Context: an optimization exercise on an open-source flow, tuned for small area, a short achievable clock period and few clock cycles per item. The choices shown serve that exercise and are no tape-out recipe. RTL that was checked went through simulation tests only; none was proved equivalent to the original. For runs 1 and 2, only the layout was checked, not whether the RTL still works. Power figures rest on the tool's default switching activity, not on a simulated workload.

File: design/flow/design.v
`timescale 1ns/1ps
module mul_top (
    input  logic        clk_i,
    input  logic        rst_i,
    input  logic        req_i,
    input  logic [31:0] op_a_i,
    input  logic [31:0] op_b_i,
    input  logic [2:0]  func3_i,
    output logic        ack_o,
    output logic [31:0] result_o
);
    logic              busy_q;     
    logic              fin_q;      
    logic [2:0]        cnt_q;
    logic              last_q;     
    logic [31:0]       a_q;
    logic              a32_q;      
    logic              ub_q;       
    logic              hi_q;       
    logic [31:0]       lo_q;       
    logic [40:0]       s_q;
    logic [40:0]       c_q;
    logic              cin_q;
    logic [3:0]        bone_q;     
    logic [3:0]        btwo_q;
    logic [3:0]        bneg_q;
    logic [33:0]       a_ext;
    logic [8:0]        win_cap;    
    logic [8:0]        win_nxt;    
    logic [3:0]        cone, ctwo, cneg, none, ntwo, nneg;
    logic [40:0]       s_d;
    logic [40:0]       c_d;
    logic [8:0]        low_sum;
    logic [40:0]       fsum;
    logic              ub_d;
    logic              nxt_extra;
    logic              nxt_last;
    assign a_ext = {a32_q, a32_q, a_q};
    assign ub_d      = op_b_i[31] & ((func3_i == 3'd2) | (func3_i == 3'd3));
    assign nxt_extra = (cnt_q == 3'd3);
    assign nxt_last  = ub_q ? nxt_extra : (cnt_q == 3'd2);
    assign win_cap   = {op_b_i[7:0], 1'b0};
    assign win_nxt   = {lo_q[15:8] & {8{~nxt_extra}}, lo_q[7]};
    always_comb begin
        cone[0] = win_cap[1] ^ win_cap[0];
        ctwo[0] = (win_cap[2] & ~win_cap[1] & ~win_cap[0]) | (~win_cap[2] & win_cap[1] & win_cap[0]);
        cneg[0] = win_cap[2];
        cone[1] = win_cap[3] ^ win_cap[2];
        ctwo[1] = (win_cap[4] & ~win_cap[3] & ~win_cap[2]) | (~win_cap[4] & win_cap[3] & win_cap[2]);
        cneg[1] = win_cap[4];
        cone[2] = win_cap[5] ^ win_cap[4];
        ctwo[2] = (win_cap[6] & ~win_cap[5] & ~win_cap[4]) | (~win_cap[6] & win_cap[5] & win_cap[4]);
        cneg[2] = win_cap[6];
        cone[3] = win_cap[7] ^ win_cap[6];
        ctwo[3] = (win_cap[8] & ~win_cap[7] & ~win_cap[6]) | (~win_cap[8] & win_cap[7] & win_cap[6]);
        cneg[3] = win_cap[8];
        none[0] = win_nxt[1] ^ win_nxt[0];
        ntwo[0] = (win_nxt[2] & ~win_nxt[1] & ~win_nxt[0]) | (~win_nxt[2] & win_nxt[1] & win_nxt[0]);
        nneg[0] = win_nxt[2];
        none[1] = win_nxt[3] ^ win_nxt[2];
        ntwo[1] = (win_nxt[4] & ~win_nxt[3] & ~win_nxt[2]) | (~win_nxt[4] & win_nxt[3] & win_nxt[2]);
        nneg[1] = win_nxt[4];
        none[2] = win_nxt[5] ^ win_nxt[4];
        ntwo[2] = (win_nxt[6] & ~win_nxt[5] & ~win_nxt[4]) | (~win_nxt[6] & win_nxt[5] & win_nxt[4]);
        nneg[2] = win_nxt[6];
        none[3] = win_nxt[7] ^ win_nxt[6];
        ntwo[3] = (win_nxt[8] & ~win_nxt[7] & ~win_nxt[6]) | (~win_nxt[8] & win_nxt[7] & win_nxt[6]);
        nneg[3] = win_nxt[8];
    end
    wire [33:0] pv0 = (({34{bone_q[0]}} & a_ext) | ({34{btwo_q[0]}} & {a_ext[32:0], 1'b0})) ^ {34{bneg_q[0]}};
    wire [33:0] pp0 = {~pv0[33], pv0[32:0]};
    wire [33:0] pv1 = (({34{bone_q[1]}} & a_ext) | ({34{btwo_q[1]}} & {a_ext[32:0], 1'b0})) ^ {34{bneg_q[1]}};
    wire [33:0] pp1 = {~pv1[33], pv1[32:0]};
    wire [33:0] pv2 = (({34{bone_q[2]}} & a_ext) | ({34{btwo_q[2]}} & {a_ext[32:0], 1'b0})) ^ {34{bneg_q[2]}};
    wire [33:0] pp2 = {~pv2[33], pv2[32:0]};
    wire [33:0] pv3 = (({34{bone_q[3]}} & a_ext) | ({34{btwo_q[3]}} & {a_ext[32:0], 1'b0})) ^ {34{bneg_q[3]}};
    wire [33:0] pp3 = {~pv3[33], pv3[32:0]};
    wire hs1 = s_q[14] ^ c_q[14];
    wire hc2 = s_q[14] & c_q[14];
    wire hs3 = s_q[15] ^ c_q[15];
    wire hc4 = s_q[15] & c_q[15];
    wire hs5 = s_q[16] ^ c_q[16];
    wire hc6 = s_q[16] & c_q[16];
    wire hs7 = s_q[17] ^ c_q[17];
    wire hc8 = s_q[17] & c_q[17];
    wire hs9 = s_q[18] ^ c_q[18];
    wire hc10 = s_q[18] & c_q[18];
    wire hs11 = s_q[19] ^ c_q[19];
    wire hc12 = s_q[19] & c_q[19];
    wire hs13 = s_q[20] ^ c_q[20];
    wire hc14 = s_q[20] & c_q[20];
    wire hs15 = s_q[21] ^ c_q[21];
    wire hc16 = s_q[21] & c_q[21];
    wire hs17 = s_q[22] ^ c_q[22];
    wire hc18 = s_q[22] & c_q[22];
    wire hs19 = s_q[23] ^ c_q[23];
    wire hc20 = s_q[23] & c_q[23];
    wire hs21 = s_q[24] ^ c_q[24];
    wire hc22 = s_q[24] & c_q[24];
    wire hs23 = s_q[25] ^ c_q[25];
    wire hc24 = s_q[25] & c_q[25];
    wire hs25 = s_q[26] ^ c_q[26];
    wire hc26 = s_q[26] & c_q[26];
    wire hs27 = s_q[27] ^ c_q[27];
    wire hc28 = s_q[27] & c_q[27];
    wire hs29 = s_q[28] ^ c_q[28];
    wire hc30 = s_q[28] & c_q[28];
    wire hs31 = s_q[29] ^ c_q[29];
    wire hc32 = s_q[29] & c_q[29];
    wire hs33 = s_q[30] ^ c_q[30];
    wire hc34 = s_q[30] & c_q[30];
    wire hs35 = s_q[31] ^ c_q[31];
    wire hc36 = s_q[31] & c_q[31];
    wire hs37 = s_q[32] ^ c_q[32];
    wire hc38 = s_q[32] & c_q[32];
    wire hs39 = s_q[33] ^ c_q[33];
    wire hc40 = s_q[33] & c_q[33];
    wire hs41 = s_q[34] ^ c_q[34];
    wire hc42 = s_q[34] & c_q[34];
    wire hs43 = s_q[35] ^ c_q[35];
    wire hc44 = s_q[35] & c_q[35];
    wire hs45 = s_q[36] ^ c_q[36];
    wire hc46 = s_q[36] & c_q[36];
    wire hs47 = s_q[37] ^ c_q[37];
    wire hc48 = s_q[37] & c_q[37];
    wire hs49 = s_q[38] ^ c_q[38];
    wire hc50 = s_q[38] & c_q[38];
    wire hs51 = s_q[39] ^ c_q[39];
    wire hc52 = s_q[39] & c_q[39];
    wire fs53 = ~(c_q[40] ^ s_q[40]);
    wire fc54 = c_q[40] | s_q[40];
    wire hs55 = s_q[10] ^ c_q[10];
    wire hc56 = s_q[10] & c_q[10];
    wire hs57 = s_q[11] ^ c_q[11];
    wire hc58 = s_q[11] & c_q[11];
    wire fs59, fc60;
    assign {fc60, fs59} = {1'b0, s_q[12]} + {1'b0, c_q[12]} + {1'b0, bneg_q[2]};
    wire hs61 = pp0[4] ^ pp1[2];
    wire hc62 = pp0[4] & pp1[2];
    wire fs63, fc64;
    assign {fc64, fs63} = {1'b0, s_q[13]} + {1'b0, c_q[13]} + {1'b0, pp0[5]};
    wire hs65 = pp1[3] ^ pp2[1];
    wire hc66 = pp1[3] & pp2[1];
    wire fs67, fc68;
    assign {fc68, fs67} = {1'b0, bneg_q[3]} + {1'b0, hs1} + {1'b0, pp0[6]};
    wire fs69, fc70;
    assign {fc70, fs69} = {1'b0, pp1[4]} + {1'b0, pp2[2]} + {1'b0, pp3[0]};
    wire fs71, fc72;
    assign {fc72, fs71} = {1'b0, hc2} + {1'b0, hs3} + {1'b0, pp0[7]};
    wire fs73, fc74;
    assign {fc74, fs73} = {1'b0, pp1[5]} + {1'b0, pp2[3]} + {1'b0, pp3[1]};
    wire fs75, fc76;
    assign {fc76, fs75} = {1'b0, hc4} + {1'b0, hs5} + {1'b0, pp0[8]};
    wire fs77, fc78;
    assign {fc78, fs77} = {1'b0, pp1[6]} + {1'b0, pp2[4]} + {1'b0, pp3[2]};
    wire fs79, fc80;
    assign {fc80, fs79} = {1'b0, hc6} + {1'b0, hs7} + {1'b0, pp0[9]};
    wire fs81, fc82;
    assign {fc82, fs81} = {1'b0, pp1[7]} + {1'b0, pp2[5]} + {1'b0, pp3[3]};
    wire fs83, fc84;
    assign {fc84, fs83} = {1'b0, hc8} + {1'b0, hs9} + {1'b0, pp0[10]};
    wire fs85, fc86;
    assign {fc86, fs85} = {1'b0, pp1[8]} + {1'b0, pp2[6]} + {1'b0, pp3[4]};
    wire fs87, fc88;
    assign {fc88, fs87} = {1'b0, hc10} + {1'b0, hs11} + {1'b0, pp0[11]};
    wire fs89, fc90;
    assign {fc90, fs89} = {1'b0, pp1[9]} + {1'b0, pp2[7]} + {1'b0, pp3[5]};
    wire fs91, fc92;
    assign {fc92, fs91} = {1'b0, hc12} + {1'b0, hs13} + {1'b0, pp0[12]};
    wire fs93, fc94;
    assign {fc94, fs93} = {1'b0, pp1[10]} + {1'b0, pp2[8]} + {1'b0, pp3[6]};
    wire fs95, fc96;
    assign {fc96, fs95} = {1'b0, hc14} + {1'b0, hs15} + {1'b0, pp0[13]};
    wire fs97, fc98;
    assign {fc98, fs97} = {1'b0, pp1[11]} + {1'b0, pp2[9]} + {1'b0, pp3[7]};
    wire fs99, fc100;
    assign {fc100, fs99} = {1'b0, hc16} + {1'b0, hs17} + {1'b0, pp0[14]};
    wire fs101, fc102;
    assign {fc102, fs101} = {1'b0, pp1[12]} + {1'b0, pp2[10]} + {1'b0, pp3[8]};
    wire fs103, fc104;
    assign {fc104, fs103} = {1'b0, hc18} + {1'b0, hs19} + {1'b0, pp0[15]};
    wire fs105, fc106;
    assign {fc106, fs105} = {1'b0, pp1[13]} + {1'b0, pp2[11]} + {1'b0, pp3[9]};
    wire fs107, fc108;
    assign {fc108, fs107} = {1'b0, hc20} + {1'b0, hs21} + {1'b0, pp0[16]};
    wire fs109, fc110;
    assign {fc110, fs109} = {1'b0, pp1[14]} + {1'b0, pp2[12]} + {1'b0, pp3[10]};
    wire fs111, fc112;
    assign {fc112, fs111} = {1'b0, hc22} + {1'b0, hs23} + {1'b0, pp0[17]};
    wire fs113, fc114;
    assign {fc114, fs113} = {1'b0, pp1[15]} + {1'b0, pp2[13]} + {1'b0, pp3[11]};
    wire fs115, fc116;
    assign {fc116, fs115} = {1'b0, hc24} + {1'b0, hs25} + {1'b0, pp0[18]};
    wire fs117, fc118;
    assign {fc118, fs117} = {1'b0, pp1[16]} + {1'b0, pp2[14]} + {1'b0, pp3[12]};
    wire fs119, fc120;
    assign {fc120, fs119} = {1'b0, hc26} + {1'b0, hs27} + {1'b0, pp0[19]};
    wire fs121, fc122;
    assign {fc122, fs121} = {1'b0, pp1[17]} + {1'b0, pp2[15]} + {1'b0, pp3[13]};
    wire fs123, fc124;
    assign {fc124, fs123} = {1'b0, hc28} + {1'b0, hs29} + {1'b0, pp0[20]};
    wire fs125, fc126;
    assign {fc126, fs125} = {1'b0, pp1[18]} + {1'b0, pp2[16]} + {1'b0, pp3[14]};
    wire fs127, fc128;
    assign {fc128, fs127} = {1'b0, hc30} + {1'b0, hs31} + {1'b0, pp0[21]};
    wire fs129, fc130;
    assign {fc130, fs129} = {1'b0, pp1[19]} + {1'b0, pp2[17]} + {1'b0, pp3[15]};
    wire fs131, fc132;
    assign {fc132, fs131} = {1'b0, hc32} + {1'b0, hs33} + {1'b0, pp0[22]};
    wire fs133, fc134;
    assign {fc134, fs133} = {1'b0, pp1[20]} + {1'b0, pp2[18]} + {1'b0, pp3[16]};
    wire fs135, fc136;
    assign {fc136, fs135} = {1'b0, hc34} + {1'b0, hs35} + {1'b0, pp0[23]};
    wire fs137, fc138;
    assign {fc138, fs137} = {1'b0, pp1[21]} + {1'b0, pp2[19]} + {1'b0, pp3[17]};
    wire fs139, fc140;
    assign {fc140, fs139} = {1'b0, hc36} + {1'b0, hs37} + {1'b0, pp0[24]};
    wire fs141, fc142;
    assign {fc142, fs141} = {1'b0, pp1[22]} + {1'b0, pp2[20]} + {1'b0, pp3[18]};
    wire fs143, fc144;
    assign {fc144, fs143} = {1'b0, hc38} + {1'b0, hs39} + {1'b0, pp0[25]};
    wire fs145, fc146;
    assign {fc146, fs145} = {1'b0, pp1[23]} + {1'b0, pp2[21]} + {1'b0, pp3[19]};
    wire fs147, fc148;
    assign {fc148, fs147} = {1'b0, hc40} + {1'b0, hs41} + {1'b0, pp0[26]};
    wire fs149, fc150;
    assign {fc150, fs149} = {1'b0, pp1[24]} + {1'b0, pp2[22]} + {1'b0, pp3[20]};
    wire fs151, fc152;
    assign {fc152, fs151} = {1'b0, hc42} + {1'b0, hs43} + {1'b0, pp0[27]};
    wire fs153, fc154;
    assign {fc154, fs153} = {1'b0, pp1[25]} + {1'b0, pp2[23]} + {1'b0, pp3[21]};
    wire fs155, fc156;
    assign {fc156, fs155} = {1'b0, hc44} + {1'b0, hs45} + {1'b0, pp0[28]};
    wire fs157, fc158;
    assign {fc158, fs157} = {1'b0, pp1[26]} + {1'b0, pp2[24]} + {1'b0, pp3[22]};
    wire fs159, fc160;
    assign {fc160, fs159} = {1'b0, hc46} + {1'b0, hs47} + {1'b0, pp0[29]};
    wire fs161, fc162;
    assign {fc162, fs161} = {1'b0, pp1[27]} + {1'b0, pp2[25]} + {1'b0, pp3[23]};
    wire fs163, fc164;
    assign {fc164, fs163} = {1'b0, hc48} + {1'b0, hs49} + {1'b0, pp0[30]};
    wire fs165, fc166;
    assign {fc166, fs165} = {1'b0, pp1[28]} + {1'b0, pp2[26]} + {1'b0, pp3[24]};
    wire fs167, fc168;
    assign {fc168, fs167} = {1'b0, hc50} + {1'b0, hs51} + {1'b0, pp0[31]};
    wire fs169, fc170;
    assign {fc170, fs169} = {1'b0, pp1[29]} + {1'b0, pp2[27]} + {1'b0, pp3[25]};
    wire fs171, fc172;
    assign {fc172, fs171} = {1'b0, hc52} + {1'b0, pp0[32]} + {1'b0, pp1[30]};
    wire fs173, fc174;
    assign {fc174, fs173} = {1'b0, pp2[28]} + {1'b0, pp3[26]} + {1'b0, fs53};
    wire fs175, fc176;
    assign {fc176, fs175} = {1'b0, pp0[33]} + {1'b0, pp1[31]} + {1'b0, pp2[29]};
    wire hs177 = pp3[27] ^ fc54;
    wire hc178 = pp3[27] & fc54;
    wire fs179 = ~(pp2[30] ^ pp1[32]);
    wire fc180 = pp2[30] | pp1[32];
    wire hs181 = s_q[8] ^ c_q[8];
    wire hc182 = s_q[8] & c_q[8];
    wire hs183 = s_q[9] ^ c_q[9];
    wire hc184 = s_q[9] & c_q[9];
    wire fs185, fc186;
    assign {fc186, fs185} = {1'b0, bneg_q[1]} + {1'b0, hs55} + {1'b0, pp0[2]};
    wire fs187, fc188;
    assign {fc188, fs187} = {1'b0, hc56} + {1'b0, hs57} + {1'b0, pp0[3]};
    wire fs189, fc190;
    assign {fc190, fs189} = {1'b0, hc58} + {1'b0, pp2[0]} + {1'b0, fs59};
    wire fs191, fc192;
    assign {fc192, fs191} = {1'b0, fc60} + {1'b0, hc62} + {1'b0, hs65};
    wire fs193, fc194;
    assign {fc194, fs193} = {1'b0, hc66} + {1'b0, fc64} + {1'b0, fs67};
    wire fs195, fc196;
    assign {fc196, fs195} = {1'b0, fc68} + {1'b0, fc70} + {1'b0, fs71};
    wire fs197, fc198;
    assign {fc198, fs197} = {1'b0, fc72} + {1'b0, fc74} + {1'b0, fs75};
    wire fs199, fc200;
    assign {fc200, fs199} = {1'b0, fc76} + {1'b0, fc78} + {1'b0, fs79};
    wire fs201, fc202;
    assign {fc202, fs201} = {1'b0, fc80} + {1'b0, fc82} + {1'b0, fs83};
    wire fs203, fc204;
    assign {fc204, fs203} = {1'b0, fc84} + {1'b0, fc86} + {1'b0, fs87};
    wire fs205, fc206;
    assign {fc206, fs205} = {1'b0, fc88} + {1'b0, fc90} + {1'b0, fs91};
    wire fs207, fc208;
    assign {fc208, fs207} = {1'b0, fc92} + {1'b0, fc94} + {1'b0, fs95};
    wire fs209, fc210;
    assign {fc210, fs209} = {1'b0, fc96} + {1'b0, fc98} + {1'b0, fs99};
    wire fs211, fc212;
    assign {fc212, fs211} = {1'b0, fc100} + {1'b0, fc102} + {1'b0, fs103};
    wire fs213, fc214;
    assign {fc214, fs213} = {1'b0, fc104} + {1'b0, fc106} + {1'b0, fs107};
    wire fs215, fc216;
    assign {fc216, fs215} = {1'b0, fc108} + {1'b0, fc110} + {1'b0, fs111};
    wire fs217, fc218;
    assign {fc218, fs217} = {1'b0, fc112} + {1'b0, fc114} + {1'b0, fs115};
    wire fs219, fc220;
    assign {fc220, fs219} = {1'b0, fc116} + {1'b0, fc118} + {1'b0, fs119};
    wire fs221, fc222;
    assign {fc222, fs221} = {1'b0, fc120} + {1'b0, fc122} + {1'b0, fs123};
    wire fs223, fc224;
    assign {fc224, fs223} = {1'b0, fc124} + {1'b0, fc126} + {1'b0, fs127};
    wire fs225, fc226;
    assign {fc226, fs225} = {1'b0, fc128} + {1'b0, fc130} + {1'b0, fs131};
    wire fs227, fc228;
    assign {fc228, fs227} = {1'b0, fc132} + {1'b0, fc134} + {1'b0, fs135};
    wire fs229, fc230;
    assign {fc230, fs229} = {1'b0, fc136} + {1'b0, fc138} + {1'b0, fs139};
    wire fs231, fc232;
    assign {fc232, fs231} = {1'b0, fc140} + {1'b0, fc142} + {1'b0, fs143};
    wire fs233, fc234;
    assign {fc234, fs233} = {1'b0, fc144} + {1'b0, fc146} + {1'b0, fs147};
    wire fs235, fc236;
    assign {fc236, fs235} = {1'b0, fc148} + {1'b0, fc150} + {1'b0, fs151};
    wire fs237, fc238;
    assign {fc238, fs237} = {1'b0, fc152} + {1'b0, fc154} + {1'b0, fs155};
    wire fs239, fc240;
    assign {fc240, fs239} = {1'b0, fc156} + {1'b0, fc158} + {1'b0, fs159};
    wire fs241, fc242;
    assign {fc242, fs241} = {1'b0, fc160} + {1'b0, fc162} + {1'b0, fs163};
    wire fs243, fc244;
    assign {fc244, fs243} = {1'b0, fc164} + {1'b0, fc166} + {1'b0, fs167};
    wire fs245, fc246;
    assign {fc246, fs245} = {1'b0, fc168} + {1'b0, fc170} + {1'b0, fs171};
    wire fs247, fc248;
    assign {fc248, fs247} = {1'b0, fc172} + {1'b0, fs175} + {1'b0, hs177};
    wire fs249, fc250;
    assign {fc250, fs249} = {1'b0, pp3[28]} + {1'b0, fc176} + {1'b0, hc178};
    wire fs251, fc252;
    assign {fc252, fs251} = {1'b0, pp1[33]} + {1'b0, pp2[31]} + {1'b0, pp3[29]};
    wire hs253 = ~pp2[32];
    wire hc254 = pp2[32];
    wire hs255 = bneg_q[0] ^ hs181;
    wire hc256 = bneg_q[0] & hs181;
    wire fs257, fc258;
    assign {fc258, fs257} = {1'b0, hc182} + {1'b0, hs183} + {1'b0, pp0[1]};
    wire fs259, fc260;
    assign {fc260, fs259} = {1'b0, hc184} + {1'b0, pp1[0]} + {1'b0, fs185};
    wire fs261, fc262;
    assign {fc262, fs261} = {1'b0, pp1[1]} + {1'b0, fc186} + {1'b0, fs187};
    wire fs263, fc264;
    assign {fc264, fs263} = {1'b0, hs61} + {1'b0, fc188} + {1'b0, fs189};
    wire fs265, fc266;
    assign {fc266, fs265} = {1'b0, fs63} + {1'b0, fc190} + {1'b0, fs191};
    wire fs267, fc268;
    assign {fc268, fs267} = {1'b0, fs69} + {1'b0, fc192} + {1'b0, fs193};
    wire fs269, fc270;
    assign {fc270, fs269} = {1'b0, fs73} + {1'b0, fc194} + {1'b0, fs195};
    wire fs271, fc272;
    assign {fc272, fs271} = {1'b0, fs77} + {1'b0, fc196} + {1'b0, fs197};
    wire fs273, fc274;
    assign {fc274, fs273} = {1'b0, fs81} + {1'b0, fc198} + {1'b0, fs199};
    wire fs275, fc276;
    assign {fc276, fs275} = {1'b0, fs85} + {1'b0, fc200} + {1'b0, fs201};
    wire fs277, fc278;
    assign {fc278, fs277} = {1'b0, fs89} + {1'b0, fc202} + {1'b0, fs203};
    wire fs279, fc280;
    assign {fc280, fs279} = {1'b0, fs93} + {1'b0, fc204} + {1'b0, fs205};
    wire fs281, fc282;
    assign {fc282, fs281} = {1'b0, fs97} + {1'b0, fc206} + {1'b0, fs207};
    wire fs283, fc284;
    assign {fc284, fs283} = {1'b0, fs101} + {1'b0, fc208} + {1'b0, fs209};
    wire fs285, fc286;
    assign {fc286, fs285} = {1'b0, fs105} + {1'b0, fc210} + {1'b0, fs211};
    wire fs287, fc288;
    assign {fc288, fs287} = {1'b0, fs109} + {1'b0, fc212} + {1'b0, fs213};
    wire fs289, fc290;
    assign {fc290, fs289} = {1'b0, fs113} + {1'b0, fc214} + {1'b0, fs215};
    wire fs291, fc292;
    assign {fc292, fs291} = {1'b0, fs117} + {1'b0, fc216} + {1'b0, fs217};
    wire fs293, fc294;
    assign {fc294, fs293} = {1'b0, fs121} + {1'b0, fc218} + {1'b0, fs219};
    wire fs295, fc296;
    assign {fc296, fs295} = {1'b0, fs125} + {1'b0, fc220} + {1'b0, fs221};
    wire fs297, fc298;
    assign {fc298, fs297} = {1'b0, fs129} + {1'b0, fc222} + {1'b0, fs223};
    wire fs299, fc300;
    assign {fc300, fs299} = {1'b0, fs133} + {1'b0, fc224} + {1'b0, fs225};
    wire fs301, fc302;
    assign {fc302, fs301} = {1'b0, fs137} + {1'b0, fc226} + {1'b0, fs227};
    wire fs303, fc304;
    assign {fc304, fs303} = {1'b0, fs141} + {1'b0, fc228} + {1'b0, fs229};
    wire fs305, fc306;
    assign {fc306, fs305} = {1'b0, fs145} + {1'b0, fc230} + {1'b0, fs231};
    wire fs307, fc308;
    assign {fc308, fs307} = {1'b0, fs149} + {1'b0, fc232} + {1'b0, fs233};
    wire fs309, fc310;
    assign {fc310, fs309} = {1'b0, fs153} + {1'b0, fc234} + {1'b0, fs235};
    wire fs311, fc312;
    assign {fc312, fs311} = {1'b0, fs157} + {1'b0, fc236} + {1'b0, fs237};
    wire fs313, fc314;
    assign {fc314, fs313} = {1'b0, fs161} + {1'b0, fc238} + {1'b0, fs239};
    wire fs315, fc316;
    assign {fc316, fs315} = {1'b0, fs165} + {1'b0, fc240} + {1'b0, fs241};
    wire fs317, fc318;
    assign {fc318, fs317} = {1'b0, fs169} + {1'b0, fc242} + {1'b0, fs243};
    wire fs319, fc320;
    assign {fc320, fs319} = {1'b0, fs173} + {1'b0, fc244} + {1'b0, fs245};
    wire fs321, fc322;
    assign {fc322, fs321} = {1'b0, fc174} + {1'b0, fc246} + {1'b0, fs247};
    wire fs323, fc324;
    assign {fc324, fs323} = {1'b0, fs179} + {1'b0, fc248} + {1'b0, fs249};
    wire fs325, fc326;
    assign {fc326, fs325} = {1'b0, fs251} + {1'b0, fc180} + {1'b0, fc250};
    wire fs327, fc328;
    assign {fc328, fs327} = {1'b0, pp3[30]} + {1'b0, hs253} + {1'b0, fc252};
    wire fs329, fc330;
    assign {fc330, fs329} = {1'b0, pp2[33]} + {1'b0, pp3[31]} + {1'b0, hc254};
    wire hs331 = ~pp3[32];
    wire hc332 = pp3[32];
    assign s_d = {1'b0, hc332, fc330, fc328, fc326, fc324, fc322, fc320, fc318, fc316, fc314, fc312, fc310, fc308, fc306, fc304, fc302, fc300, fc298, fc296, fc294, fc292, fc290, fc288, fc286, fc284, fc282, fc280, fc278, fc276, fc274, fc272, fc270, fc268, fc266, fc264, fc262, fc260, fc258, hc256, hs255};
    assign c_d = {1'b0, pp3[33], hs331, fs329, fs327, fs325, fs323, fs321, fs319, fs317, fs315, fs313, fs311, fs309, fs307, fs305, fs303, fs301, fs299, fs297, fs295, fs293, fs291, fs289, fs287, fs285, fs283, fs281, fs279, fs277, fs275, fs273, fs271, fs269, fs267, fs265, fs263, fs261, fs259, fs257, pp0[0]};
    wire [9:0] low_x = {1'b0, s_q[7:0], 1'b1} + {1'b0, c_q[7:0], cin_q};
    assign low_sum = low_x[9:1];
    wire [41:0] fsum_x = {s_q, 1'b1} + {c_q, cin_q};
    assign fsum = fsum_x[41:1];
    always_ff @(posedge clk_i) begin
        if (rst_i) begin
            busy_q <= 1'b0;
            fin_q  <= 1'b0;
            ack_o  <= 1'b0;
        end else begin
            if (!busy_q && !fin_q && !ack_o && req_i) begin
                busy_q <= 1'b1;
            end
            if (busy_q && last_q) begin
                busy_q <= 1'b0;
                fin_q  <= 1'b1;
            end
            if (fin_q) begin
                fin_q <= 1'b0;
                ack_o <= 1'b1;
            end
            if (ack_o && !req_i) begin
                ack_o <= 1'b0;
            end
        end
    end
    always_ff @(posedge clk_i) begin
        a_q   <= op_a_i;
        a32_q <= op_a_i[31] & (func3_i != 3'd3);
        ub_q  <= ub_d;
        hi_q  <= (func3_i == 3'd1) | (func3_i == 3'd2) | (func3_i == 3'd3);
    end
    always_ff @(posedge clk_i) begin
        if (!busy_q && !fin_q && !ack_o) begin
            cnt_q   <= '0;
            last_q  <= 1'b0;
            s_q     <= 41'h10000000000;
            c_q     <= '0;
            cin_q   <= 1'b0;
            bone_q  <= cone;
            btwo_q  <= ctwo;
            bneg_q  <= cneg;
        end else begin
            cnt_q   <= cnt_q + 1'b1;
            last_q  <= nxt_last;
            s_q     <= s_d;
            c_q     <= c_d;
            cin_q   <= low_sum[8];
            bone_q  <= none;
            btwo_q  <= ntwo;
            bneg_q  <= nneg;
        end
    end
    always_ff @(posedge clk_i) begin
        if (!busy_q && !fin_q && !ack_o) begin
            lo_q <= op_b_i;
        end else if (busy_q) begin
            lo_q <= {low_sum[7:0], lo_q[31:8]};
        end else if (fin_q) begin
            if (!hi_q)
                lo_q <= {fsum[7:0], lo_q[31:8]};
            else if (ub_q)
                lo_q <= fsum[31:0];
            else
                lo_q <= fsum[39:8];
        end
    end
    assign result_o = lo_q;
endmodule
File: design/flow/run.sh
#!/bin/bash
# synth_recipe.tcl (not shown) runs the flow's synth.tcl, then flattens the netlist and writes it again
# the make line also repeats each setting of config.mk as NAME=value (left out here)
make -C /OpenROAD-flow-scripts/flow DESIGN_CONFIG=/design/flow/config.mk WORK_HOME=/design/flow/orfs CLKGATE_MAP_FILE= SYNTH_SCRIPT=/design/flow/synth_recipe.tcl finish
File: design/flow/config.mk
export PLATFORM = sky130hd
export DESIGN_NAME = mul_top
export DESIGN_NICKNAME = mul_top
export VERILOG_FILES = /design/flow/design.v
export SDC_FILE = /design/flow/constraint.sdc
export NUM_CORES = 4
export LEC_CHECK = 0
export CAP_MARGIN = 20
export CORE_MARGIN = 2
export CORE_UTILIZATION = 45
export PLACE_DENSITY = 0.6
export SETUP_SLACK_MARGIN = 5
export SLEW_MARGIN = 20
File: design/flow/constraint.sdc
create_clock -name core_clock -period 8.2 [get_ports {clk_i}]
set_input_delay 1.6400 -clock core_clock [delete_from_list [all_inputs] [get_ports {clk_i}]]
set_output_delay 1.6400 -clock core_clock [all_outputs]
set_load 0.01 [all_outputs]
==> results of run 1 <==
==> routing by layer <==
| layer | vias to the layer above | global-route usage (%) | wire (um) | part of all wire, % |
|---|---|---|---|---|
| li1 | 4787 | - | - | - |
| met1 | 5082 | 37.86 | 18030 | 49 |
| met2 | 392 | 35.05 | 15650 | 43 |
| met3 | 36 | 4.003 | 2363 | 6.4 |
| met4 | 0 | 7.917 | 776 | 2.1 |
| met5 | - | 0 | 0 | 0 |
==> worst max-delay path: stages (launching register included) <==
cell and delay [ps]:
dfxtp_1 310, ha_1 450, and3_1 240, nand4_1 100
a21oi_1 270, o2111ai_2 220, a211oi_1 460, o211ai_4 140
and3_4 180, xnor2_1 140, o32ai_1 310, a21oi_1 70
==> cell type report <==
cell class              instances  share of cell area, %
well taps                     384                  3.207
repair buffers                126                  8.042
inverters                     102                  2.605
clock buffers                  20                  3.123
multi-input cells            1008                  57.63
clock inverters                12                 0.7516
flip-flops and latches        168                  24.64
==> power by group <==
| group | internal, W | total [W] | switching (W) | leakage, nW |
|---|---|---|---|---|
| logic | 0.00126 | 0.00298 | 0.00172 | 4.25 |
| clock network | 0.000448 | 0.000813 | 0.000364 | 0.280 |
| registers | 0.00103 | 0.00113 | 0.000105 | 1.47 |
| total | 0.00273 | 0.00493 | 0.00219 | 6.00 |
==> worst min-delay path by stage <==
stage / start / to / slack [ps] / cells after the start
CTS: cnt_q[0]$_SDFF_PP0_ / cnt_q[0]$_SDFF_PP0_ / 460 / 1
global route: cnt_q[0]$_SDFF_PP0_ / cnt_q[0]$_SDFF_PP0_ / 480 / 1
global placement: cnt_q[0]$_SDFF_PP0_ / cnt_q[0]$_SDFF_PP0_ / 430 / 1
finish: cnt_q[0]$_SDFF_PP0_ / cnt_q[0]$_SDFF_PP0_ / 450 / 1
detailed placement: cnt_q[0]$_SDFF_PP0_ / cnt_q[0]$_SDFF_PP0_ / 440 / 1
floorplan: cnt_q[0]$_SDFF_PP0_ / cnt_q[0]$_SDFF_PP0_ / 420 / 1
==> layout by cell type (no fill, tap or decap), types with 3 or more instances in the layout <==
| cell | Yosys | final |
|---|---|---|
| clkbuf_16 | 0 | 18 |
| edfxtp_1 | 32 | 32 |
| a21o_1 | 22 | 22 |
| inv_6 | 0 | 5 |
| a31oi_1 | 15 | 14 |
| ha_2 | 0 | 3 |
| fa_1 | 128 | 128 |
| o32ai_1 | 3 | 3 |
| nand2_1 | 63 | 63 |
| xor2_1 | 110 | 109 |
| buf_4 | 1 | 23 |
| a221oi_2 | 3 | 3 |
| o21ai_0 | 61 | 59 |
| and2_1 | 15 | 15 |
| or3_1 | 7 | 7 |
| nand4_1 | 4 | 4 |
| nor2_1 | 127 | 127 |
| a21oi_1 | 70 | 69 |
| a22oi_1 | 129 | 129 |
| and3_1 | 12 | 12 |
| dfxtp_1 | 136 | 131 |
| clkdlybuf4s50_1 | 0 | 102 |
| nand3_1 | 13 | 13 |
| o22ai_1 | 13 | 13 |
| o211ai_1 | 6 | 6 |
| clkinvlp_4 | 0 | 3 |
| ha_1 | 49 | 46 |
| nor2b_1 | 7 | 6 |
| xnor2_1 | 67 | 66 |
| nand2b_1 | 8 | 8 |
| mux2i_1 | 18 | 18 |
| nor3_1 | 11 | 11 |
| dfxtp_2 | 0 | 4 |
| o21bai_1 | 4 | 4 |
| inv_1 | 101 | 99 |
| a211oi_1 | 7 | 7 |
==> metrics by stage <==
stage	instance area [um2]	hold WS, ps	util [%]
finish	14980	450.3	52.20
global route	14980	480.4	52.20
CTS	14890	455.4	51.87
detailed placement	14270	441.0	49.73
global placement	14270	433.9	49.73
floorplan	13130	417.3	-
==> state kept, by name (all words and copies together), names as in the netlist, 3 cells and up <==
name / cells
bone_q: 4
lo_q: 32
c_q: 40
s_q: 41
cnt_q: 3
bneg_q: 4
a_q: 32
btwo_q: 4
==> cells by family after synthesis <==
logic type,Yosys count
compound gates,357
simple gates,278
buf+inv,219
xor+xnor,177
fa+ha+maj,177
flops,168
mux,19
==> repair_timing <==
| item | in CTS | in global routing |
|---|---|---|
| gates cloned | 0 | 0 |
| pin swaps | 1 | 3 |
| gates resized for setup | 4 | 14 |
| setup buffers | 3 | 5 |
| endpoints found under the setup margin | 11 | 17 |
==> out/metrics.cfg, run 1 <==
[timing]
worst_pin_slew_ps = 817.4
finalCritPeriodShare_pct = 38.57
setup_viol = 0
maxClockFrequency_ghz = 0.3162
clock_skew_ps = 14.48
drv_slew = 0
rsz0062_at_grt = true
timing_hold_violations_final = 0
slew_headroom_pct = 45.51
fin_crit_ps = 3162
fin_ws_ps = 5038
setup_tns_ps = 0

[route]
drc = 0
ant_nets = 0
drtIter0Drc = 1046
routed_via_density = 5.658
dr.pass1.iters = 5
wirelength_um = 36820
num_vias = 10300
wl_per_cell_um = 20.23

[clock_tree]
cts_max_path_buffers = 2
numCtsBuffers = 17
cts_max_level = 4
cts_hold_buf = 0
clkTransAtPathRegs_ps = 70
cts_sinks = 168
clk_latency_ps = 450
cts_tree = done
cts-root-buf = clkbuf_16

[setup_path]
rrSetupSlack_ps = 5040
crit_fanout = 7
endpoint_kind = register
worstReg2RegStart = s_q[9]$_SDFF_PP0_
crit_path_end = lo_q[22]$_DFFE_PP_
setup.worst_path.start_class = register
ff2ff_path_depth = 11
cp_data_arrival_time_ps = 3350
startpoint = s_q[9]$_SDFF_PP0_
crit_required_ps = 8390
r2r-end = lo_q[22]$_DFFE_PP_
crit_type = register to register

[pwr]
powerDensity_nw_per_um2 = 328.9
leakagePower_nw = 6.001
vdd_drop_max_uv = 161.6
power_w = 0.004927

[synthesis]
synth_top_family_by_area = adder cells
synth-compound-area-share_pct = 18.31
async_reset_ff_share_pct = 0
syn_area_um2 = 13130
synth-xor-area-share_pct = 11.81
synth-seq-cells = 168
synth_edf_count = 32
synth_mux_area_share_pct = 1.459
ys_top_cells_by_count = dfxtp_1, a22oi_1, fa_1
ys.warnings.count = 1
avgSynthCellArea_um2 = 9.409
yosys.area.top_type = dfxtp_1
synthAdderAreaFrac_pct = 24.19
yosysMostFrequentCell = dfxtp_1
syn_nets = 1642
netlist.area_leader.share_pct = 20.74
synth_seq_area_share_pct = 28.06
ys_top_cells_by_area = dfxtp_1, fa_1, a22oi_1, xor2_1, edfxtp_1
syn-instance-count = 1395
synth_cell_types = 63
synth_top_flop_cell = dfxtp_1
synthSimpleGateAreaFrac_pct = 9.571

[die]
io_pins = 103
initial_utilization_pct = 45.73
rows = 62
die_h_um = 174.8
core_area_um2 = 28700
dieArea_um2 = 30550
dieWidth_um = 174.8

[job]
drv_cap = 0

[global_route]
grt_max_degree = 61
grt_pass1_wl_um = 58360
antenna_found_initial = 0
overflow = 0
grt_pass1_vias = 10110
track_usage_pct = 24.62

[finish]
area_growth_pct = 14.16
antenna_cells = 0
final_cell_count_no_fill = 1820
nets = 1670
nFillCells = 2668
seqCellArea_um2 = 3692
multi_input_area_um2 = 8635
drive_gt1_share_pct = 6.267

[place]
port_buffers = 102
place_congestion = 0.8400
dp_slack_ps = 4750
place_hpwl_um = 26780
dp.cells = 1780

[outcome]
outcome = finished clean

[hold_path]
hp-class = register to register

==> inputs of run 2 (changes only) <==
--- a/design/flow/config.mk
+++ b/design/flow/config.mk
@@ -9,4 +9,5 @@
 export CORE_MARGIN = 2
 export CORE_UTILIZATION = 45
+export CTS_BUF_LIST = sky130_fd_sc_hd__clkbuf_4 sky130_fd_sc_hd__clkbuf_8
 export PLACE_DENSITY = 0.6
 export SETUP_SLACK_MARGIN = 5
==> run 2 against run 1 <==
  * Flip-flop and latch count stayed put
  * First-iteration DRC count fell by 10%
  * Total power decreased by 3.8%
  * Register-to-register slack about the same
  * Clock power shrank 24%
  * Utilization fell by 0.61 points
  * Critical path type unchanged
  * Highest routed layer unchanged
==> out/metrics.cfg, run 2 <==
[outcome]
outcome = finished clean

[timing]
slew_headroom_pct = 47.16
maxClockFrequency_ghz = 0.3160
fin_ws_ps = 5036
fin_crit_ps = 3164
setup_viol = 0
setup_tns_ps = 0
finalCritPeriodShare_pct = 38.59
drv_slew = 0
timing_hold_violations_final = 0
worst_pin_slew_ps = 792.6
rsz0062_at_grt = true
clock_skew_ps = 22.54
hold_ws_ps = 456.8

[die]
initial_utilization_pct = 45.73
dieWidth_um = 174.8
rows = 62
core_area_um2 = 28700
io_pins = 103
die_h_um = 174.8
dieArea_um2 = 30550

[synthesis]
synth_top_flop_cell = dfxtp_1
ys.warnings.count = 1
yosys.area.top_type = dfxtp_1
syn_nets = 1642
async_reset_ff_share_pct = 0
synth_cell_types = 63
syn-instance-count = 1395
syn_area_um2 = 13130
synth_edf_count = 32
netlist.area_leader.share_pct = 20.74
synthAdderAreaFrac_pct = 24.19
synth-xor-area-share_pct = 11.81
ys_top_cells_by_count = dfxtp_1, a22oi_1, fa_1
synth-seq-cells = 168
synth_top_family_by_area = adder cells
synth_seq_area_share_pct = 28.06
synth-compound-area-share_pct = 18.31
yosysMostFrequentCell = dfxtp_1
avgSynthCellArea_um2 = 9.409
synthSimpleGateAreaFrac_pct = 9.571
ys_top_cells_by_area = dfxtp_1, fa_1, a22oi_1, xor2_1, edfxtp_1
synth_mux_area_share_pct = 1.459

[place]
place_hpwl_um = 26780
port_buffers = 102
place_congestion = 0.8400
dp.cells = 1780
dp_slack_ps = 4750

[clock_tree]
cts-root-buf = clkbuf_8
numCtsBuffers = 17
cts_max_path_buffers = 2
clk_latency_ps = 480
cts_tree = done
cts_max_level = 4
clkTransAtPathRegs_ps = 90
cts_sinks = 168
cts_hold_buf = 0

[pwr]
switching_power_w = 0.002169
internal-power_w = 0.002573
pwr-share-clk_pct = 13.1
combinationalPowerShare_pct = 63.1
powerDensity_nw_per_um2 = 320.2
vdd_drop_max_uv = 124.4
swShare_pct = 45.74
leakagePower_nw = 5.924
seqPwrFrac_pct = 23.8

[setup_path]
ff2ff_path_depth = 11
setup.worst_path.start_class = register
cp_data_arrival_time_ps = 3390
worstReg2RegStart = s_q[9]$_SDFF_PP0_
startpoint = s_q[9]$_SDFF_PP0_
crit_fanout = 7
endpoint_kind = register
crit_required_ps = 8420
crit_type = register to register

[global_route]
track_usage_pct = 24.56
grt_pass1_wl_um = 58300
overflow = 0
antenna_found_initial = 0
grt_pass1_vias = 10130
grt_max_degree = 61

[route]
wirelength_um = 36790
drtIter0Drc = 939
routed_via_density = 5.655
dr.pass1.iters = 5
num_vias = 10300
wl_per_cell_um = 20.20
ant_nets = 0
drc = 0

[finish]
drive_gt1_share_pct = 6.402
area_growth_pct = 12.82
regMostFlops = s_q
final_cell_mix = dfxtp_1, a22oi_1, fa_1
final_cell_count_no_fill = 1821
reg_top3 = s_q: 41 flops, c_q: 40 flops
antenna_cells = 0
mostFrequentLayoutCell = dfxtp_1
nets = 1671
nFillCells = 2698
largest_reg_flops = 41

[hold_path]
hp-class = register to register
hold_depth = 1
hp-start = cnt_q[0]$_SDFF_PP0_

[job]
drv_cap = 0

==> run 2: final cells by class <==
type                            instances  area (um2)  share of cell area [%]
Tap cell                              384       480.5                   3.245
Clock inverter                         13       142.6                  0.9632
Inverter                              102       390.4                   2.636
Clock buffer                           19       255.2                   1.724
Timing Repair Buffer                  127        1212                   8.188
Multi-Input combinational cell       1008        8635                   58.31
Sequential cell                       168        3692                   24.93
==> run 2: timing repair <==
item,4_1_cts,5_1_grt
gates resized for setup,4,14
pin swaps,1,3
buffers inserted,4,5
setup endpoints to repair,13,18
==> run 2: final timing paths <==
kind                               to  slack, ps
setup / recovery   lo_q[22]$_DFFE_PP_       5040
hold / removal    cnt_q[0]$_SDFF_PP0_        460
setup reg to reg   lo_q[22]$_DFFE_PP_       5040
hold reg to reg   cnt_q[0]$_SDFF_PP0_        460
==> run 2: stage by stage <==
step / instance area, um2 / power (W) / utilization [%]
2_1_floorplan: 13130 / 0.003215 / -
3_3_place_gp: 14270 / 0.004065 / 49.73
3_5_place_dp: 14270 / 0.004088 / 49.73
4_1_cts: 14710 / 0.004751 / 51.26
5_1_grt: 14810 / 0.005180 / 51.59
6_report: 14810 / 0.004741 / 51.59
==> run 2: kinds of logic (layout without fill, tap and decap cells) <==
kind of cell / count (synthesis) / in the layout
fa+ha+maj: 177 / 177
xor+xnor: 177 / 177
buf+inv: 219 / 261
flops: 168 / 168
mux: 19 / 19
simple gates: 278 / 278
compound gates: 357 / 357
==> run 2: critical path: stages, from the launching register on <==
cell,delay [ps]
dfxtp_1,320
ha_1,450
and3_1,240
nand4_1,100
a21oi_1,270
o2111ai_2,220
a211oi_1,460
o211ai_4,140
and3_4,180
xnor2_1,140
o32ai_1,310
a21oi_1,80
==> run 2: metal layers <==
metal	up-vias	GRT usage, %	wire length (um)
li1	4785	-	-
met4	0	7.708	662
met5	-	0	0
met1	5067	37.79	17850
met2	420	35.08	15730
met3	25	3.938	2546
==> run 2: power by group through the flow <==
stage / clock network (W) / logic, W / registers (W)
floorplan: 0 / 0.00211 / 0.00111
global placement: 0 / 0.00292 / 0.00115
detailed placement: 0 / 0.00294 / 0.00115
CTS: 0.000638 / 0.00298 / 0.00113
global route: 0.000668 / 0.00337 / 0.00114
finish: 0.000621 / 0.00299 / 0.00113
==> inputs of run 3 (changes only) <==
--- a/design/flow/design.v
+++ b/design/flow/design.v
@@ -466,13 +466,8 @@
         if (!busy_q && !fin_q && !ack_o) begin
             lo_q <= op_b_i;
-        end else if (busy_q) begin
+        end else if (busy_q || (fin_q && !hi_q)) begin
             lo_q <= {low_sum[7:0], lo_q[31:8]};
         end else if (fin_q) begin
-            if (!hi_q)
-                lo_q <= {fsum[7:0], lo_q[31:8]};
-            else if (ub_q)
-                lo_q <= fsum[31:0];
-            else
-                lo_q <= fsum[39:8];
+            lo_q <= ub_q ? fsum[31:0] : fsum[39:8];
         end
     end
==> design/flow/flow/run.sh (new file) <==
#!/bin/bash
# The standard layout (the standard.sh: same make targets and settings),
# except that the port buffers are the plain buf_1 instead of the buffer
# that buffer_ports picks by default.
set -euo pipefail
export BUFFER_PORTS_ARGS="-buffer_cell sky130_fd_sc_hd__buf_1"
bash standard.sh > standard.log 2>&1
==> design/flow/standard.sh (new file) <==
#!/bin/bash
# synth_recipe.tcl (not shown) runs the flow's synth.tcl, then flattens the netlist and writes it again
# the make line also repeats each setting of config.mk as NAME=value (left out here)
make -C /OpenROAD-flow-scripts/flow DESIGN_CONFIG=/design/flow/config.mk WORK_HOME=/design/flow/orfs CLKGATE_MAP_FILE= SYNTH_SCRIPT=/design/flow/synth_recipe.tcl "${@:-finish}"
--- a/design/flow/config.mk
+++ b/design/flow/config.mk
@@ -9,5 +9,4 @@
 export CORE_MARGIN = 2
 export CORE_UTILIZATION = 45
-export CTS_BUF_LIST = sky130_fd_sc_hd__clkbuf_4 sky130_fd_sc_hd__clkbuf_8
 export PLACE_DENSITY = 0.6
 export SETUP_SLACK_MARGIN = 5
removed: design/flow/run.sh
==> run 3 against run 2 <==
  * Still clean
  * Worst hold slack lost 4.9 ps
  * Synthesized cell count shrank 1.1%
  * Combinational power is essentially flat
  * Global-route usage is essentially flat
  * Sequential power grew 5%
  * Non-clock buffer count shrank 10
  * Clock-buffer cell count shrank 1
  * Register-to-register slack gained 70 ps
  * Maximum frequency grew 2.1%
  * Setup slack gained 66 ps
  * Clock skew shrank 7.4 ps
  * Area after synthesis shrank 0.54%
==> out/metrics.cfg, run 3 <==
[timing]
drv_slew = 0
slew_headroom_pct = 39.78
timing_hold_violations_final = 0
setup_tns_ps = 0
maxClockFrequency_ghz = 0.3227
worst_pin_slew_ps = 903.2
rsz0062_at_grt = true
setup_viol = 0
fin_crit_ps = 3099
clock_skew_ps = 15.14
finalCritPeriodShare_pct = 37.79
hold_ws_ps = 451.9

[route]
wirelength_um = 36550
drtIter0Drc = 1033
ant_nets = 0
routed_via_density = 5.634
wl_per_cell_um = 20.35
dr.pass1.iters = 6
drc = 0
num_vias = 10120

[setup_path]
critPathMaxStageDelay_ps = 480
crit_fanout = 3
crit_type = register to register
crit_family = compound AO/OA/AOI/OAI gates
crit_required_ps = 8470
worstPathCellList = inv_1 -> fa_1 -> and2b_4 -> o2111ai_2 -> a2111oi_4 -> o31a_1 -> o31a_4 -> a21o_4 -> nand4_1 -> mux2_4 -> a211oi_2
path_buf_inv = 1
worstReg2RegStart = s_q[0]$_SDFF_PP0_
cp_data_arrival_time_ps = 3370
setup.worst_path.start_class = register
slowest_stage = a2111oi_4
endpoint_kind = register
startpoint = s_q[0]$_SDFF_PP0_

[die]
dieWidth_um = 174.3
initial_utilization_pct = 45.60
core_area_um2 = 28630
io_pins = 103
dieArea_um2 = 30390
die_h_um = 174.3
rows = 62

[global_route]
overflow = 0
grt_pass1_wl_um = 58100
track_usage_pct = 24.53
antenna_found_initial = 0
grt_max_degree = 62
grt_pass1_vias = 9982

[clock_tree]
cts_max_path_buffers = 2
cts_max_level = 4
clk_latency_ps = 430
cts_tree = done
cts_sinks = 168
clkTransAtPathRegs_ps = 70
cts-root-buf = clkbuf_16
cts_hold_buf = 0
numCtsBuffers = 17

[synthesis]
synth_seq_area_share_pct = 28.22
syn-instance-count = 1380
synth_edf_count = 32
avgSynthCellArea_um2 = 9.459
syn_nets = 1627
synth_top_flop_cell = dfxtp_1
yosysMostFrequentCell = dfxtp_1
netlist.area_leader.share_pct = 20.86
async_reset_ff_share_pct = 0
ys_top_cells_by_count = dfxtp_1, a22oi_1, fa_1
ys_top_cells_by_area = dfxtp_1, fa_1, a22oi_1, xor2_1, edfxtp_1
syn_area_um2 = 13050
ys.warnings.count = 1
synth_cell_types = 64
synth-seq-cells = 168
yosys.area.top_type = dfxtp_1

[pwr]
leakagePower_nw = 5.706
powerDensity_nw_per_um2 = 350.1
vdd_drop_max_uv = 170.4

[finish]
nFillCells = 2724
reg_top3 = s_q: 41 flops, c_q: 40 flops
antenna_cells = 0
mostFrequentLayoutCell = a22oi_1
largest_reg_flops = 41
final_cell_count_no_fill = 1796
utilization_pct = 49.58
final_cell_mix = a22oi_1, fa_1, dfxtp_1
area_growth_pct = 8.713
drive_gt1_share_pct = 5.382
regMostFlops = s_q
final_cell_area_um2 = 14190
nets = 1646

[outcome]
outcome = finished clean

[hold_path]
hp-start = cnt_q[0]$_SDFF_PP0_
hp-class = register to register

[place]
dp.cells = 1763
port_buffers = 102
place_hpwl_um = 26900
place_congestion = 0.8734
placed_cell_area_um2 = 13560

[job]
drv_cap = 0

run 3: cell types whose count changed after synthesis, sizes merged, moves of 4 or more:
| cell | delta |
|---|---|
| xor2 | +4 |
| nand2 | +9 |
| buf | -6 |
| a31oi | -8 |
| nand2b | -5 |
| clkbuf | +6 |
| or3 | -5 |
| o22ai | +5 |
| a22oi | +5 |
| nor2 | -12 |
| inv | -5 |
| mux2i | -4 |
run 3: power by group:
part / switching, W / internal, W
registers: 0.000150 / 0.00104
clock network: 0.000379 / 0.000444
logic: 0.00174 / 0.00122
total: 0.00227 / 0.00270
run 3: through the flow:
step / total power (W) / worst slack [ps]
3_5_place_dp: 0.004123 / 5085
4_1_cts: 0.004982 / 5074
6_report: 0.004968 / 5101
3_3_place_gp: 0.004089 / 5121
5_1_grt: 0.005463 / 4937
2_1_floorplan: 0.003316 / 5223
run 3: path summary, 6_finish.rpt:
| kind | to | slack [ps] | cells after the start |
|---|---|---|---|
| max | lo_q[25]$_DFFE_PP_ | 5100 | 11 |
| min | cnt_q[0]$_SDFF_PP0_ | 450 | 1 |
| max reg2reg | lo_q[25]$_DFFE_PP_ | 5100 | 11 |
| min reg2reg | cnt_q[0]$_SDFF_PP0_ | 450 | 1 |
run 3: timing repair:
action / 4_1_cts / 5_1_grt
resized for setup: 0 / 12
endpoints found under the setup margin: 0 / 12
buffers inserted: 0 / 1
run 3: final cells by class:
type / instances / area, um2 / share of cell area [%]
multi-input cells: 998 / 8564 / 60.35
flip-flops and latches: 168 / 3701 / 26.08
repair buffers: 117 / 495.5 / 3.491
well taps: 384 / 480.5 / 3.386
clock buffers: 18 / 450.4 / 3.174
inverters: 97 / 365.4 / 2.575
clock inverters: 14 / 133.9 / 0.9434
run 3: cells by family (layout without fill, tap and decap cells):
| family | count (synthesis) | after routing | share of synthesized area (%) |
|---|---|---|---|
| fa+ha+maj | 177 | 177 | 24.33 |
| buf+inv | 214 | 246 | 6.441 |
| xor+xnor | 178 | 178 | 11.94 |
| compound gates | 368 | 368 | 19.05 |
| mux | 16 | 16 | 1.275 |
| flops | 168 | 168 | 28.22 |
| simple gates | 259 | 259 | 8.751 |
run 3: routing by layer:
layer,global-route usage [%],share of wire [%],up-vias
met5,0,0,-
met4,5.497,1.5,0
met3,4.331,7.2,35
met2,36.82,44,426
met1,36.81,48,4919
li1,-,-,4738
run 3: worst reg2reg max path: cells and delay by family, from the launching register on:
kind            cells  cell delay (ps)
flops               1              330
compound gates      6             1370
mux                 1              340
simple gates        2              400
fa+ha+maj           1              440
buf+inv             1               70
Testbench counts of run 3, summed over its fixed seeds: cycles 34,455, items 4,800.
==> inputs of run 4 (changes only) <==
--- a/design/flow/config.mk
+++ b/design/flow/config.mk
@@ -9,4 +9,5 @@
 export CORE_MARGIN = 2
 export CORE_UTILIZATION = 45
+export CTS_BUF_LIST = sky130_fd_sc_hd__clkbuf_4 sky130_fd_sc_hd__clkbuf_8
 export PLACE_DENSITY = 0.6
 export SETUP_SLACK_MARGIN = 5
==> run 4 against run 3 <==
  * Die area unchanged
  * Maximum frequency up 0.64%
  * Sequential power about the same
  * Setup slack better by 20 ps
  * Total power down 4.4%
  * Worst hold slack better by 5.5 ps
  * Clock-buffer cell count down 1
  * First-iteration DRC count down 3.3%
  * Global-route usage down 0.21 points
  * Synthesized cell count unchanged
==> out/metrics.cfg, run 4 <==
[synthesis]
avgSynthCellArea_um2 = 9.459
synth_edf_count = 32
synth_top_flop_cell = dfxtp_1
yosys.area.top_type = dfxtp_1
synth_seq_area_share_pct = 28.22
ys.warnings.count = 1
syn-instance-count = 1380
ys_top_cells_by_count = dfxtp_1, a22oi_1, fa_1
syn_nets = 1627
netlist.area_leader.share_pct = 20.86
syn_area_um2 = 13050
ys_top_cells_by_area = dfxtp_1, fa_1, a22oi_1, xor2_1, edfxtp_1
synth-seq-cells = 168
yosysMostFrequentCell = dfxtp_1
synth_cell_types = 64
async_reset_ff_share_pct = 0

[timing]
slew_headroom_pct = 41.98
drv_slew = 0
fin_crit_ps = 3079
timing_hold_violations_final = 0
clock_skew_ps = 20.26
worst_pin_slew_ps = 870.2
hold_ws_ps = 457.4
setup_tns_ps = 0
maxClockFrequency_ghz = 0.3248
rsz0062_at_grt = true
finalCritPeriodShare_pct = 37.55
setup_viol = 0

[finish]
regMostFlops = s_q
antenna_cells = 0
final_cell_area_um2 = 13990
nets = 1645
reg_top3 = s_q: 41 flops, c_q: 40 flops
utilization_pct = 48.87
largest_reg_flops = 41
mostFrequentLayoutCell = a22oi_1
drive_gt1_share_pct = 5.245
final_cell_mix = a22oi_1, fa_1, dfxtp_1
area_growth_pct = 7.160
nFillCells = 2755

[setup_path]
worstPathCellList = a22oi_1 -> xor2_1 -> fa_1 -> fa_1 -> fa_1 -> nor2_1
r2r-end = c_q[17]$_SDFF_PP0_
crit_top_cell = fa_1
crit_fanout = 34
setup.worst_path.start_class = register
worstReg2RegStart = bone_q[3]$_DFF_P_
path_buf_inv = 0
ff2ff_path_depth = 6
crit_type = register to register
endpoint_kind = register
critPathMaxStageDelay_ps = 900
cp_data_arrival_time_ps = 3410
rrSetupSlack_ps = 5120
crit_required_ps = 8530
crit_family = adder cells
slowest_stage = dfxtp_2

[global_route]
track_usage_pct = 24.32
grt_pass1_wl_um = 57700
antenna_found_initial = 0
overflow = 0
grt_pass1_vias = 9956
grt_max_degree = 62

[die]
io_pins = 103
die_h_um = 174.3
rows = 62
dieArea_um2 = 30390
initial_utilization_pct = 45.60
dieWidth_um = 174.3
core_area_um2 = 28630

[place]
place_congestion = 0.8734
port_buffers = 102
place_hpwl_um = 26900
placed_cell_area_um2 = 13560

[job]
drv_cap = 0

[hold_path]
min_to = cnt_q[0]$_SDFF_PP0_
hold_depth = 1
hp-class = register to register
hp-start = cnt_q[0]$_SDFF_PP0_

[outcome]
outcome = finished clean

[clock_tree]
clkTransAtPathRegs_ps = 100
cts_max_path_buffers = 2
clk_latency_ps = 460
cts_resized = 0
postCtsSetupRepairBufs = 0
cts_max_level = 4
cts_hold_buf = 0
cts_sinks = 168
numCtsBuffers = 17
cts-root-buf = clkbuf_8
cts_tree = done

[route]
drtIter0Drc = 999
wirelength_um = 36160
routed_via_density = 5.590
ant_nets = 0
wl_per_cell_um = 20.15
num_vias = 10030
dr.pass1.iters = 5
drc = 0

[pwr]
leakagePower_nw = 5.617
powerDensity_nw_per_um2 = 339.6
power_w = 0.004751
vdd_drop_max_uv = 117.6

run 4: area by class of cell:
cell class                      instances  area, um2  share of cell area (%)
Timing Repair Buffer                  116      488.0                   3.488
Clock buffer                           17      234.0                   1.673
Clock inverter                         15      163.9                   1.172
Multi-Input combinational cell        998       8556                   61.16
Inverter                               97      365.4                   2.612
Sequential cell                       168       3701                   26.46
Tap cell                              384      480.5                   3.435
run 4: how the worst max path moves through the flow:
stage | startpoint | end | slack, ps | depth (start not counted)
final | bone_q[3]$_DFF_P_ | c_q[17]$_SDFF_PP0_ | 5120 | 6
after detailed placement | bneg_q[0]$_DFF_P_ | c_q[8]$_SDFF_PP0_ | 5080 | 7
after global routing | s_q[0]$_SDFF_PP0_ | lo_q[19]$_DFFE_PP_ | 4940 | 11
after CTS | bneg_q[0]$_DFF_P_ | c_q[8]$_SDFF_PP0_ | 5070 | 7
after global placement | bneg_q[0]$_DFF_P_ | c_q[7]$_SDFF_PP0_ | 5120 | 7
after floorplan | bneg_q[1]$_DFF_P_ | c_q[32]$_SDFF_PP0_ | 5220 | 8
run 4: per-layer routing:
layer  vias up  wire length (um)  global-route usage [%]
met3        38              2378                   4.484
met2       381             15670                   36.16
met4         0               665                   6.373
met5         -                 0                       0
li1       4735                 -                       -
met1      4880             17450                   36.28
run 4: cell families after synthesis:
| group | after synthesis | synth area share (%) |
|---|---|---|
| compound gates | 368 | 19.05 |
| xor+xnor | 178 | 11.94 |
| fa+ha+maj | 177 | 24.33 |
| buf+inv | 214 | 6.441 |
| flops | 168 | 28.22 |
| mux | 16 | 1.275 |
| simple gates | 259 | 8.751 |
run 4: report_power, final:
part | internal, W | switching [W]
sequential | 0.00104 | 0.000148
clock | 0.000277 | 0.000349
combinational | 0.00121 | 0.00173
total | 0.00253 | 0.00222
run 4: metrics by stage:
stage / std cells / setup WS [ps]
2_1_floorplan: 1380 / 5223
6_report: 1795 / 5121
4_1_cts: 1795 / 5069
5_1_grt: 1795 / 4940
3_5_place_dp: 1763 / 5085
3_3_place_gp: 1763 / 5121
==> inputs of run 5 (changes only) <==
--- a/design/flow/config.mk
+++ b/design/flow/config.mk
@@ -10,5 +10,5 @@
 export CORE_UTILIZATION = 45
 export CTS_BUF_LIST = sky130_fd_sc_hd__clkbuf_4 sky130_fd_sc_hd__clkbuf_8
-export PLACE_DENSITY = 0.6
+export PLACE_DENSITY = 0.5
 export SETUP_SLACK_MARGIN = 5
 export SLEW_MARGIN = 20
==> run 5 against run 4 <==
  * Routed wire length grew 6.3%
  * Worst hold slack gained 8.4 ps
  * Setup slack lost 26 ps
  * Clock power is essentially flat
  * Maximum frequency shrank 0.83%
  * Synthesized cell count is the same
  * Via count grew 1.2%
  * Clock skew grew 2.7 ps
  * Global-route usage grew 1.6 points
  * Final cell count is the same
  * Non-clock buffer count is the same
==> out/metrics.cfg, run 5 <==
[global_route]
grt_max_degree = 57
track_usage_pct = 25.89
antenna_found_initial = 0
grt_pass1_wl_um = 60400
overflow = 0
grt_pass1_vias = 10040

[setup_path]
startpoint = s_q[7]$_SDFF_PP0_
endpoint_kind = register
crit_type = register to register
cp_data_arrival_time_ps = 3340
r2r-end = lo_q[30]$_DFFE_PP_
crit_required_ps = 8440
crit_fanout = 6
worstReg2RegStart = s_q[7]$_SDFF_PP0_
ff2ff_path_depth = 10
rrSetupSlack_ps = 5100
crit_path_end = lo_q[30]$_DFFE_PP_
setup.worst_path.start_class = register

[pwr]
combinationalPowerShare_pct = 61.5
switching_power_w = 0.002271
seqPwrFrac_pct = 25.4
swShare_pct = 47.47
pwr-share-clk_pct = 13.1
powerDensity_nw_per_um2 = 341.0
leakagePower_nw = 5.623
vdd_drop_max_uv = 122.1
internal-power_w = 0.002514

[timing]
drv_slew = 0
timing_hold_violations_final = 0
worst_pin_slew_ps = 935.2
maxClockFrequency_ghz = 0.3221
rsz0062_at_grt = true
fin_ws_ps = 5095
setup_tns_ps = 0
setup_viol = 0
fin_crit_ps = 3105
finalCritPeriodShare_pct = 37.86
clock_skew_ps = 22.93
slew_headroom_pct = 37.66

[route]
met2RoutedLength_um = 17050
wl_per_cell_um = 21.42
drt-met1-wl_um = 18350
dr.pass1.iters = 6
wirelength_um = 38440
drtIter0Drc = 791
drc = 0
ant_nets = 0
top_layer = met4
route.met3.wl_um = 2228
routed_via_density = 5.655
num_vias = 10150

[hold_path]
hp-class = register to register
hp-start = cnt_q[0]$_SDFF_PP0_
hold_depth = 1

[clock_tree]
numCtsBuffers = 17
clkTransAtPathRegs_ps = 120
clk_latency_ps = 470
cts_max_level = 4
cts-root-buf = clkbuf_8
cts_tree = done
cts_max_path_buffers = 2
cts_sinks = 168

[finish]
nFillCells = 2776
reg_top3 = s_q: 41 flops, c_q: 40 flops
drive_gt1_share_pct = 5.741
area_growth_pct = 7.495
largest_reg_flops = 41
final_cell_mix = a22oi_1, fa_1, dfxtp_1
regMostFlops = s_q
nets = 1645
antenna_cells = 0
mostFrequentLayoutCell = a22oi_1

[synthesis]
synth_top_flop_cell = dfxtp_1
yosys.area.top_type = dfxtp_1
synth_edf_count = 32
netlist.area_leader.share_pct = 20.86
ys.warnings.count = 1
syn_area_um2 = 13050
syn_nets = 1627
yosysMostFrequentCell = dfxtp_1
avgSynthCellArea_um2 = 9.459
synth-seq-cells = 168
synth_seq_area_share_pct = 28.22
async_reset_ff_share_pct = 0
ys_top_cells_by_count = dfxtp_1, a22oi_1, fa_1
syn-instance-count = 1380
ys_top_cells_by_area = dfxtp_1, fa_1, a22oi_1, xor2_1, edfxtp_1
synth_cell_types = 64

[die]
dieArea_um2 = 30390
initial_utilization_pct = 45.60
rows = 62
io_pins = 103
core_area_um2 = 28630
dieWidth_um = 174.3
die_h_um = 174.3

[place]
dp_slack_ps = 5086
place_congestion = 0.8552
place_hpwl_um = 28590
port_buffers = 102

[job]
drv_cap = 0

[outcome]
outcome = finished clean

==> run 5: how the worst min path moves through the flow <==
stage / end / slack [ps]
global route: fin_q$_SDFF_PP0_ / 510
detailed placement: cnt_q[0]$_SDFF_PP0_ / 450
floorplan: cnt_q[0]$_SDFF_PP0_ / 420
finish: cnt_q[0]$_SDFF_PP0_ / 470
CTS: cnt_q[0]$_SDFF_PP0_ / 470
global placement: cnt_q[0]$_SDFF_PP0_ / 430
==> run 5: logic make-up after synthesis <==
family	count (synthesis)	share of synthesized area [%]
compound gates	368	19.05
simple gates	259	8.751
buf+inv	214	6.441
xor+xnor	178	11.94
fa+ha+maj	177	24.33
flops	168	28.22
mux	16	1.275
==> run 5: metal layers <==
metal,up-vias,track usage [%]
li1,4730,-
met1,5035,37.89
met2,342,39.90
met3,43,3.740
met4,0,7.318
met5,-,0
==> run 5: metrics by stage <==
stage / utilization, % / std cells / total power, W / cell area [um2] / hold slack [ps]
after global routing: 49.02 / 1795 / 0.005253 / 14030 / 511.0
after detailed placement: 47.35 / 1762 / 0.004150 / 13550 / 447.9
after global placement: 47.35 / 1762 / 0.004126 / 13550 / 434.2
final: 49.02 / 1795 / 0.004785 / 14030 / 465.8
after floorplan: - / 1380 / 0.003316 / 13050 / 417.3
after CTS: 48.78 / 1794 / 0.004820 / 13960 / 469.3
==> run 5: layout make-up <==
class	count	area, um2	share of cell area, %
clock inverter	15	176.4	1.257
multi-input combinational	998	8583	61.17
timing repair buffer	116	491.7	3.504
clock buffer	17	234.0	1.667
sequential	168	3700	26.37
tap	384	480.5	3.424
inverter	97	366.6	2.613
==> run 5: worst max-delay path, stage by stage, from the launching register on <==
cell and delay (ps):
dfxtp_1 320, ha_1 380, a21oi_1 300, o21ai_1 160, a2111oi_1 500, a21oi_2 180, o211ai_2 270, o21ai_1 120
xnor2_1 150, o21ai_1 110, a221o_1 370
==> run 5: repair_timing <==
action | 4_1_cts | 5_1_grt
gates resized for setup | 0 | 17
buffers inserted | 0 | 1
hold buffers | 0 | 0
endpoints found under the setup margin | 0 | 23
==> run 5: power by group through the flow <==
stage	sequential [W]	clock (W)	combinational (W)
floorplan	0.00113	0	0.00219
global placement	0.00123	0	0.00289
detailed placement	0.00123	0	0.00292
CTS	0.00121	0.000643	0.00297
global route	0.00123	0.000677	0.00334
finish	0.00121	0.000628	0.00294

static timing again, ports no longer ideal:
In the flow no input, the clock included, has a driving cell. The finished layouts below were timed again as built, in two steps.
Step 1 assumes that a clkbuf_16 drives the clock port and a buf_2 every other input.
Step 2 moves the port delays by t, midway between the first and last clock arrival at a register: inputs arrive t later, outputs are due t later. That takes back most of the time a late clock gives input paths.
a / b / c = no drivers / after step 1 / after step 2; a / b = the first two.
run	t, ns	setup slack, ns	worst setup path after step 2	worst register clock-pin slew, ns
run 1	0.488	5.038 / 5.019 / 5.038	register to register	0.07 / 0.07
run 2	0.516	5.036 / 5.006 / 5.036	register to register	0.10 / 0.10
run 3	0.479	5.101 / 5.101 / 5.101	register to register	0.07 / 0.07
run 4	0.500	5.121 / 5.121 / 5.121	register to register	0.10 / 0.10
run 5	0.510	5.095 / 5.095 / 5.095	register to register	0.12 / 0.12
After both steps setup and hold are still met in every run listed.
